This is an optimization exercise on Yosys and OpenROAD, whose aim is small area and a short achievable clock period, not a production implementation. At most, simulation tests tie the RTL to the original design; equivalence was not proved. No activity file was given, so power comes from the tool's default toggle rates.

==> flow/design.v <==
module system_crossbar_rr #(
  parameter int NUM_MASTERS    = 9,
  parameter int NUM_SLAVES     = 4,
  parameter int ADDR_WIDTH     = 32,
  parameter int DATA_WIDTH     = 32,
  parameter int ID_WIDTH       = 4,
  parameter logic [NUM_SLAVES*ADDR_WIDTH-1:0] SLAVE_BASE =
    {32'h3000_0000, 32'h2000_0000, 32'h1000_0000, 32'h0000_0000},
  parameter logic [NUM_SLAVES*ADDR_WIDTH-1:0] SLAVE_MASK =
    {32'hFFFF_0000, 32'hFFFF_0000, 32'hFFFF_0000, 32'hF000_0000},
  parameter logic [NUM_MASTERS-1:0] HI_PRIO_MASK = 9'h1FE,
  parameter int TIMEOUT_CYCLES = 256
) (
  input  logic                             clk,
  input  logic                             rst,
  input  logic [NUM_MASTERS-1:0]           m_req,
  input  logic [NUM_MASTERS-1:0]           m_we,
  input  logic [NUM_MASTERS*ADDR_WIDTH-1:0] m_addr,
  input  logic [NUM_MASTERS*DATA_WIDTH-1:0] m_wdata,
  input  logic [NUM_MASTERS*ID_WIDTH-1:0]   m_id,
  output logic [NUM_MASTERS-1:0]           m_ack,
  output logic [NUM_MASTERS-1:0]           m_err,
  output logic [NUM_MASTERS*DATA_WIDTH-1:0] m_rdata,
  output logic [NUM_SLAVES-1:0]            s_req,
  output logic [NUM_SLAVES-1:0]            s_we,
  output logic [NUM_SLAVES*ADDR_WIDTH-1:0] s_addr,
  output logic [NUM_SLAVES*DATA_WIDTH-1:0] s_wdata,
  output logic [NUM_SLAVES*ID_WIDTH-1:0]   s_id,
  input  logic [NUM_SLAVES-1:0]            s_ack,
  input  logic [NUM_SLAVES*DATA_WIDTH-1:0] s_rdata
);
  localparam int NM = NUM_MASTERS;
  localparam int NS = NUM_SLAVES;
  localparam int AW = ADDR_WIDTH;
  localparam int DW = DATA_WIDTH;
  localparam int IW = ID_WIDTH;
  localparam int CW = $clog2(TIMEOUT_CYCLES);
  localparam logic [CW-1:0] CNT_LAST = CW'(TIMEOUT_CYCLES - 1);
  logic [NS-1:0]  r_busy, r_resp, r_terr;
  logic [NS-1:0][NM-1:0] r_win;
  logic [NS-1:0][NM-1:0] r_sel;
  logic [NS-1:0][CW-1:0] r_cnt;
  logic [NS-1:0][DW-1:0] r_rd;
  logic [NM-1:0]  r_dack, r_cool;
  logic [NM-1:0]  w_hit;
  logic [NM-1:0][NS-1:0] w_match;
  logic [NS-1:0][NM-1:0] w_reqv;
  logic [NS-1:0][NM-1:0] w_gnt;
  logic [NS-1:0]  w_start, w_fin, w_tmo;
  logic [NM-1:0]  w_derr;
  function automatic logic [NM-1:0] rr_pick(input logic [NM-1:0] req, input logic [NM-1:0] win);
    logic [NM-1:0] after, res;
    logic seen, found;
    seen = win[NM-1];
    for (int m = 0; m < NM; m++) begin
      after[m] = seen;
      seen = seen | win[m];
    end
    res = '0;
    found = 1'b0;
    for (int m = 0; m < NM; m++)
      if (!found && req[m] && after[m]) begin res[m] = 1'b1; found = 1'b1; end
    for (int m = 0; m < NM; m++)
      if (!found && req[m]) begin res[m] = 1'b1; found = 1'b1; end
    rr_pick = res;
  endfunction
  for (genvar m = 0; m < NM; m++) begin : g_dec
    for (genvar s = 0; s < NS; s++) begin : g_s
      assign w_match[m][s] =
        (m_addr[m*AW +: AW] & SLAVE_MASK[s*AW +: AW]) == SLAVE_BASE[s*AW +: AW];
      if (s == 0) begin : g_first
        assign w_reqv[s][m] = m_req[m] & w_match[m][s];
      end else begin : g_rest
        assign w_reqv[s][m] = m_req[m] & w_match[m][s] & ~(|w_match[m][s-1:0]);
      end
    end
    assign w_hit[m]  = |w_match[m];
    assign w_derr[m] = m_req[m] & ~w_hit[m] & ~r_dack[m] & ~r_cool[m];
  end
  for (genvar s = 0; s < NS; s++) begin : g_arb
    logic [NM-1:0] hi, lo;
    assign hi          = w_reqv[s] & HI_PRIO_MASK;
    assign lo          = w_reqv[s] & ~HI_PRIO_MASK;
    assign w_gnt[s]    = (|hi) ? rr_pick(hi, r_win[s]) : rr_pick(lo, r_win[s]);
    assign w_start[s]  = ~r_busy[s] & ~r_resp[s] & (|w_reqv[s]);
    assign w_fin[s]    = r_busy[s] & (s_ack[s] | (r_cnt[s] == CNT_LAST));
    assign w_tmo[s]    = ~s_ack[s] & (r_cnt[s] == CNT_LAST);
  end
  always_ff @(posedge clk or posedge rst) begin
    if (rst) begin
      r_busy <= '0;
      r_resp <= '0;
      r_dack <= '0;
      r_cool <= '0;
      r_sel  <= '0;
      for (int s = 0; s < NS; s++) r_win[s] <= NM'(1) << (NM - 1);
    end else begin
      r_busy <= w_start | (r_busy & ~w_fin);
      r_resp <= w_fin;
      r_dack <= w_derr;
      r_cool <= r_dack;
      for (int s = 0; s < NS; s++) begin
        if (w_start[s]) r_win[s] <= w_gnt[s];
        r_sel[s] <= w_fin[s] ? r_win[s] : '0;
      end
    end
  end
  always_ff @(posedge clk) begin
    r_terr <= w_tmo;
    for (int s = 0; s < NS; s++) begin
      r_cnt[s] <= r_busy[s] ? r_cnt[s] + 1'b1 : '0;
      r_rd[s]  <= s_rdata[s*DW +: DW];
    end
  end
  logic [NS-1:0][AW-1:0] w_pa;
  logic [NS-1:0][DW-1:0] w_pd;
  logic [NS-1:0][IW-1:0] w_pi;
  logic [NS-1:0]         w_pw;
  always_comb begin
    w_pa = '0;
    w_pd = '0;
    w_pi = '0;
    w_pw = '0;
    for (int s = 0; s < NS; s++)
      for (int m = 0; m < NM; m++) begin
        w_pa[s] = w_pa[s] | ({AW{r_win[s][m]}} & m_addr[m*AW +: AW]);
        w_pd[s] = w_pd[s] | ({DW{r_win[s][m]}} & m_wdata[m*DW +: DW]);
        w_pi[s] = w_pi[s] | ({IW{r_win[s][m]}} & m_id[m*IW +: IW]);
        w_pw[s] = w_pw[s] | (r_win[s][m] & m_we[m]);
      end
  end
  assign s_req = r_busy;
  for (genvar s = 0; s < NS; s++) begin : g_spay
    assign s_addr[s*AW +: AW]  = (w_pa[s] & ~SLAVE_MASK[s*AW +: AW]) | SLAVE_BASE[s*AW +: AW];
    assign s_wdata[s*DW +: DW] = w_pd[s];
    assign s_id[s*IW +: IW]    = w_pi[s];
    assign s_we[s]             = w_pw[s];
  end
  logic [NM-1:0][DW-1:0] w_rd;
  always_comb begin
    m_ack = r_dack;
    m_err = r_dack;
    w_rd  = '0;
    for (int m = 0; m < NM; m++)
      for (int s = 0; s < NS; s++) begin
        m_ack[m] = m_ack[m] | r_sel[s][m];
        m_err[m] = m_err[m] | (r_sel[s][m] & r_terr[s]);
        w_rd[m]  = w_rd[m]  | ({DW{r_sel[s][m]}} & r_rd[s]);
      end
  end
  assign m_rdata = w_rd;
endmodule
clock: 7.0 ns
lec_check: 0
cap_margin: 20
core_area: 10 10 490 490
die_area: 0 0 500 500
place_density: 0.35
setup_slack_margin: 3.0
slew_margin: 20
standard.sh (not shown) runs the stock make flow with config.mk's settings and CLKGATE_MAP_FILE= SYNTH_SCRIPT=/design/flow/synth_recipe.tcl, a recipe that flattens the netlist after the stock synthesis.
==> flow/flow/run.sh <==
#!/bin/bash
# The standard layout, with two changes: every input and output port gets the smallest buffer
# as its port buffer, and the ports are placed on the die edge in the bit-sliced order that
# flow/io.tcl gives (generated by gen/make_io.py), sourced right after the floorplan.
set -euo pipefail
export BUFFER_PORTS_ARGS="-buffer_cell sky130_fd_sc_hd__buf_1"
export IO_CONSTRAINTS="$PWD/flow/io.tcl"
bash standard.sh > standard_flow.log 2>&1
Other scripts of this flow, unchanged in this note and not shown: flow/flow/io.tcl
The baseline ran to the end with no violations.
==> next run, changes <==
--- a/flow/design.v
+++ b/flow/design.v
@@ -36,11 +36,10 @@
   localparam int IW = ID_WIDTH;
   localparam int CW = $clog2(TIMEOUT_CYCLES);
   localparam logic [CW-1:0] CNT_LAST = CW'(TIMEOUT_CYCLES - 1);
   logic [NS-1:0]  r_busy, r_resp, r_terr;
   logic [NS-1:0][NM-1:0] r_win;
-  logic [NS-1:0][NM-1:0] r_sel;
   logic [NS-1:0][CW-1:0] r_cnt;
   logic [NS-1:0][DW-1:0] r_rd;
   logic [NM-1:0]  r_dack, r_cool;
   logic [NM-1:0]  w_hit;
   logic [NM-1:0][NS-1:0] w_match;
@@ -90,63 +89,64 @@
     if (rst) begin
       r_busy <= '0;
       r_resp <= '0;
       r_dack <= '0;
       r_cool <= '0;
-      r_sel  <= '0;
       for (int s = 0; s < NS; s++) r_win[s] <= NM'(1) << (NM - 1);
     end else begin
       r_busy <= w_start | (r_busy & ~w_fin);
       r_resp <= w_fin;
       r_dack <= w_derr;
       r_cool <= r_dack;
       for (int s = 0; s < NS; s++) begin
         if (w_start[s]) r_win[s] <= w_gnt[s];
-        r_sel[s] <= w_fin[s] ? r_win[s] : '0;
       end
     end
   end
   always_ff @(posedge clk) begin
     r_terr <= w_tmo;
     for (int s = 0; s < NS; s++) begin
       r_cnt[s] <= r_busy[s] ? r_cnt[s] + 1'b1 : '0;
       r_rd[s]  <= s_rdata[s*DW +: DW];
     end
   end
-  logic [NS-1:0][AW-1:0] w_pa;
-  logic [NS-1:0][DW-1:0] w_pd;
-  logic [NS-1:0][IW-1:0] w_pi;
-  logic [NS-1:0]         w_pw;
+  logic [NS*NM-1:0] w_winf, w_self;
+  logic [NS*DW-1:0] w_rdf;
+  logic [NS*AW-1:0] w_pa;
+  logic [NS*DW-1:0] w_pd;
+  logic [NS*IW-1:0] w_pi;
+  logic [NS-1:0]    w_pw;
+  assign w_winf = r_win;
+  for (genvar s = 0; s < NS; s++) begin : g_sel
+    assign w_self[s*NM +: NM] = r_resp[s] ? r_win[s] : '0;
+  end
+  assign w_rdf  = r_rd;
   always_comb begin
     w_pa = '0;
     w_pd = '0;
     w_pi = '0;
     w_pw = '0;
     for (int s = 0; s < NS; s++)
       for (int m = 0; m < NM; m++) begin
-        w_pa[s] = w_pa[s] | ({AW{r_win[s][m]}} & m_addr[m*AW +: AW]);
-        w_pd[s] = w_pd[s] | ({DW{r_win[s][m]}} & m_wdata[m*DW +: DW]);
-        w_pi[s] = w_pi[s] | ({IW{r_win[s][m]}} & m_id[m*IW +: IW]);
-        w_pw[s] = w_pw[s] | (r_win[s][m] & m_we[m]);
+        w_pa[s*AW +: AW] = w_pa[s*AW +: AW] | ({AW{w_winf[s*NM+m]}} & m_addr[m*AW +: AW]);
+        w_pd[s*DW +: DW] = w_pd[s*DW +: DW] | ({DW{w_winf[s*NM+m]}} & m_wdata[m*DW +: DW]);
+        w_pi[s*IW +: IW] = w_pi[s*IW +: IW] | ({IW{w_winf[s*NM+m]}} & m_id[m*IW +: IW]);
+        w_pw[s]          = w_pw[s] | (w_winf[s*NM+m] & m_we[m]);
       end
   end
-  assign s_req = r_busy;
-  for (genvar s = 0; s < NS; s++) begin : g_spay
-    assign s_addr[s*AW +: AW]  = (w_pa[s] & ~SLAVE_MASK[s*AW +: AW]) | SLAVE_BASE[s*AW +: AW];
-    assign s_wdata[s*DW +: DW] = w_pd[s];
-    assign s_id[s*IW +: IW]    = w_pi[s];
-    assign s_we[s]             = w_pw[s];
-  end
-  logic [NM-1:0][DW-1:0] w_rd;
+  assign s_req   = r_busy;
+  assign s_addr  = (w_pa & ~SLAVE_MASK) | SLAVE_BASE;
+  assign s_wdata = w_pd;
+  assign s_id    = w_pi;
+  assign s_we    = w_pw;
   always_comb begin
-    m_ack = r_dack;
-    m_err = r_dack;
-    w_rd  = '0;
+    m_ack   = r_dack;
+    m_err   = r_dack;
+    m_rdata = '0;
     for (int m = 0; m < NM; m++)
       for (int s = 0; s < NS; s++) begin
-        m_ack[m] = m_ack[m] | r_sel[s][m];
-        m_err[m] = m_err[m] | (r_sel[s][m] & r_terr[s]);
-        w_rd[m]  = w_rd[m]  | ({DW{r_sel[s][m]}} & r_rd[s]);
+        m_ack[m] = m_ack[m] | w_self[s*NM+m];
+        m_err[m] = m_err[m] | (w_self[s*NM+m] & r_terr[s]);
+        m_rdata[m*DW +: DW] = m_rdata[m*DW +: DW] | ({DW{w_self[s*NM+m]}} & w_rdf[s*DW +: DW]);
       end
   end
-  assign m_rdata = w_rd;
 endmodule
=>
- The changed run completed with no timing, DRC or antenna violations
- combinational power came out higher by 53%
- via count climbs by 0.99%
- setup slack gets better by 0.0051 ns
- total power came out higher by about 8%
- final area decreases by 0.55%
- wire length is higher by about 7%
- critical path depth shrinks by 4
Only the layout flow was run in the first run of this note; the RTL was not checked for function there.

==> afterwards: timing with drivers on the ports <==
In the flow no input, the clock included, has a driving cell. The finished layouts below were timed again as built, in two steps.
Step 1, drivers: a clkbuf_16 drives clk and a buf_2 each remaining input, both assumed.
Step 2 adds t to the input delays and takes it off the output delays; t is the mean of the earliest and latest rising clock arrival at the registers after step 1. Input paths then give back, and output paths get back, about the clock's delay inside the block.
Slacks: no drivers / after step 1 / after step 2; pairs: no drivers / after step 1.
run	shift t [ns]	setup slack, ns	worst setup path at the end
the first run	0.635	2.992 / 2.938 / 2.413	input to register
the second run	0.692	2.997 / 2.919 / 2.553	input to register
After both steps every run listed still meets setup and hold. For the first run, which loses most, drivers alone change the setup slack by -0.054 ns; drivers and shift together by -0.579 ns.
